What follows belongs to an exercise in optimizing a design on an open flow for small area, a short achievable clock period and few clock cycles per item; a production flow would make more cautious choices.
Only simulation tests tie the RTL to the original design; equivalence was not proved.
Power is estimated from default activity; no workload was simulated.

// source_text_tokenizer
module source_text_tokenizer (
  input  logic                             clk_i,
  input  logic                             rst_ni,
  input  logic                             txt_valid_i,
  output logic                             txt_ready_o,
  input  logic [7:0]                       txt_char_i,
  input  logic                             txt_end_i,
  output logic                             tok_valid_o,
  input  logic                             tok_ready_i,
  output logic [stt_pkg::KindBits-1:0]     tok_kind_o,
  output logic [stt_pkg::LineBits-1:0]     tok_line_o,
  output logic [stt_pkg::ColBits-1:0]      tok_col_o,
  output logic [stt_pkg::OffsetBits-1:0]   tok_offset_o,
  output logic [stt_pkg::LengthBits-1:0]   tok_length_o,
  output logic                             tok_last_o
);
==> flow/config.mk <==
export PLATFORM = sky130hd
export DESIGN_NAME = source_text_tokenizer
export DESIGN_NICKNAME = source_text_tokenizer
export VERILOG_FILES = /design/flow/design.v
export SDC_FILE = /design/flow/constraint.sdc
export NUM_CORES = 4
export LEC_CHECK = 0
export CAP_MARGIN = 20
export CORE_MARGIN = 2
export CORE_UTILIZATION = 40
export CTS_BUF_LIST = sky130_fd_sc_hd__clkbuf_8
export SETUP_SLACK_MARGIN = 3
export SLEW_MARGIN = 20
==> flow/constraint.sdc <==
create_clock -name core_clock -period 5.0 [get_ports {clk_i}]
set_input_delay 1.0000 -clock core_clock [delete_from_list [all_inputs] [get_ports {clk_i}]]
set_output_delay 1.0000 -clock core_clock [all_outputs]
set_load 0.01 [all_outputs]
standard.sh (not shown) runs the stock make flow with config.mk's settings and CLKGATE_MAP_FILE= SYNTH_SCRIPT=/design/flow/synth_recipe.tcl, a recipe that flattens the netlist after the stock synthesis.
==> flow/flow/run.sh <==
#!/bin/bash
# The standard layout (standard.sh, the standard flow's own ORFS run) with these ORFS
# settings changed; make's full output goes to make.log here, each ORFS step's
# log to orfs/logs.
set -euo pipefail
export BUFFER_PORTS_ARGS="-buffer_cell sky130_fd_sc_hd__buf_1"
bash standard.sh > make.log 2>&1
Testbench counts at the start, summed over its fixed seeds: cycles 24,838, bytes 24,017.
Then changed:
--- a/flow/design.v
+++ b/flow/design.v
@@ -184,26 +184,26 @@
       r.lsm  = 2'd1;
       r.kind = stt_pkg::TK_ILLEGAL;
     end else begin
       r.last = 1'b1;
       r.fin  = 1'b1;
       r.stp  = 1'b0;
       r.lrun = 1'b0;
       r.lsm  = {1'b0, !x.e};
       r.kind = x.e ? stt_pkg::TK_EOF : x.sk;
     end
     present = r;
   endfunction
-  logic cur_vld_q, skd_vld_q, cur_vld_d;
-  cls_t cur_q, skd_q, in_cls, cur_d;
+  logic cur_vld_q, cur_vld_d;
+  cls_t cur_q, in_cls, cur_d;
   mode_t            mode_q, mode_d;
   logic             bang_q, bang_d;    
   logic             seen_q, seen_d;    
   stt_pkg::line_t   line_q, line_d;
   stt_pkg::col_t    col_q, col_d, tsc_q;
   stt_pkg::offset_t off_q, off_d, tso_q;
   stt_pkg::length_t run_q, run_d;
   logic             ph_q, ph_d;        
   logic             ctop_q, otop_q;    
   pres_t            pr_q, pr_d;
   logic hold_dot, absorbed, start;
   logic take, consume, step, cur_free, in_xfer;
@@ -215,43 +215,43 @@
   assign start    = !cur_q.e && !absorbed && (cur_q.al || cur_q.dg || cur_q.eq || cur_q.bg);
   assign tok_valid_o  = pr_q.v;
   assign tok_kind_o   = pr_q.kind;
   assign tok_last_o   = pr_q.last;
   assign tok_line_o   = line_q;
   assign tok_col_o    = pr_q.sa ? tsc_q : {col_q[15:1], col_q[0] || (pr_q.sb && ctop_q)};
   assign tok_offset_o = pr_q.sa ? tso_q : {off_q[31:1], off_q[0] || (pr_q.sb && otop_q)};
   assign tok_length_o = pr_q.lrun ? run_q : {14'd0, pr_q.lsm};
   assign take     = pr_q.v && tok_ready_i;
   assign step     = take && pr_q.stp;
   assign consume  = (cur_vld_q && !pr_q.v) || (take && pr_q.fin);
   assign cur_free = !cur_vld_q || consume;
-  assign txt_ready_o = !skd_vld_q;
-  assign in_xfer     = txt_valid_i && !skd_vld_q;
+  assign txt_ready_o = cur_free;
+  assign in_xfer     = txt_valid_i && cur_free;
   assign in_cls      = classify(txt_char_i, txt_end_i);
   assign adv    = step || (consume && !cur_q.e && !hold_dot);
   assign two    = consume && mode_q.dot;
   assign lf_adv = consume && cur_q.lf;
   assign radv   = consume && (mode_q.id || mode_q.num || mode_q.dot) && absorbed && !hold_dot;
   assign off_top = &off_q[31:1];
   assign col_top = &col_q[15:1];
   assign run_top = &run_q[15:1];
   assign oc1     = adv && !off_top && (two || off_q[0]);
   assign cc1     = adv && !col_top && (two || col_q[0]);
   assign rc1     = radv && !run_top && (mode_q.dot || run_q[0]);
   always_comb begin
     cur_vld_d = cur_vld_q;
     cur_d     = cur_q;
     if (cur_free) begin
-      cur_vld_d = skd_vld_q || in_xfer;
-      cur_d     = skd_vld_q ? skd_q : in_cls;
+      cur_vld_d = txt_valid_i;
+      cur_d     = in_cls;
     end
     ph_d = ph_q;
     if (consume || step) begin
       ph_d = 1'b0;
     end else if (take) begin
       ph_d = 1'b1;
     end
     off_d[0] = adv ? (off_top || (off_q[0] ^ !two)) : off_q[0];
     for (int i = 1; i < 32; i++) begin
       off_d[i] = off_q[i] ^ (oc1 && (&(off_q | ~((32'd1 << i) - 32'd2))));
     end
     line_d[0] = line_q[0] ^ (lf_adv && !(&line_q));
@@ -283,47 +283,42 @@
       if (start) begin
         bang_d = cur_q.bg;
         seen_d = 1'b0;
       end else if (mode_q.dot && cur_q.dg) begin
         seen_d = 1'b1;
       end
     end
     pr_d = present(cur_d, cur_vld_d, mode_d, bang_d, seen_d, ph_d);
   end
   always_ff @(posedge clk_i or negedge rst_ni) begin
     if (!rst_ni) begin
       cur_vld_q <= 1'b0;
-      skd_vld_q <= 1'b0;
       ph_q      <= 1'b0;
       mode_q    <= '0;
       line_q    <= stt_pkg::line_t'(1);
       col_q     <= stt_pkg::col_t'(1);
       off_q     <= '0;
       pr_q.v    <= 1'b0;
     end else begin
       cur_vld_q <= cur_vld_d;
-      skd_vld_q <= cur_free ? 1'b0 : (skd_vld_q || in_xfer);
       ph_q      <= ph_d;
       mode_q    <= mode_d;
       line_q    <= line_d;
       col_q     <= col_d;
       off_q     <= off_d;
       pr_q.v    <= pr_d.v;
     end
   end
   always_ff @(posedge clk_i) begin
     cur_q  <= cur_d;
-    if (!skd_vld_q) begin
-      skd_q <= in_cls;
-    end
     if (consume && start) begin
       tsc_q <= col_q;
       tso_q <= off_q;
     end
     run_q  <= run_d;
     bang_q <= bang_d;
     seen_q <= seen_d;
     ctop_q <= col_top;
     otop_q <= off_top;
     {pr_q.sa, pr_q.sb, pr_q.last, pr_q.fin, pr_q.stp, pr_q.lrun, pr_q.lsm, pr_q.kind} <=
       {pr_d.sa, pr_d.sb, pr_d.last, pr_d.fin, pr_d.stp, pr_d.lrun, pr_d.lsm, pr_d.kind};
   end
Effect: Core utilization is lower by 0.37 points. Worst setup slack got worse by 0.047 ns. Register-to-register slack is about the same. Hold slack gains 0.012 ns. Die area decreases by 3.3%. Total power goes down by 39%. Via count rises by 2.3%. Routed wire length climbs by 5.9%. Fmax drops by 1.8%.
Testbench counts after the change, summed over its fixed seeds: cycles 24,838, bytes 24,017.

## port drivers added, routing unchanged
The flow's constraints put no driver on any port. The routed layouts listed below were extracted and timed again, unchanged, in two steps.
Step 1 sets driving cells, clkbuf_16 on the clock port and buf_2 on the other inputs (assumed; they add their load-dependent delay and slew).
Step 2 moves the port delays by t, midway between the first and last clock arrival at a register: inputs arrive t later, outputs are due t later. That takes back most of the time a late clock gives input paths.
Slacks: ideal ports / drivers / drivers and shift; pairs: ideal ports / drivers.
run	t (ns)	setup slack, ns	hold WS [ns]	clock arrival spread, ns
the first run	0.497	2.431 / 2.389 / 1.983	0.447 / 0.447 / 0.447	0.014 / 0.013
the second run	0.493	2.384 / 2.345 / 1.900	0.459 / 0.459 / 0.459	0.014 / 0.014
After both steps every run listed still meets setup and hold. For the second run, which loses most, drivers alone change the setup slack by -0.039 ns; drivers and shift together by -0.484 ns.
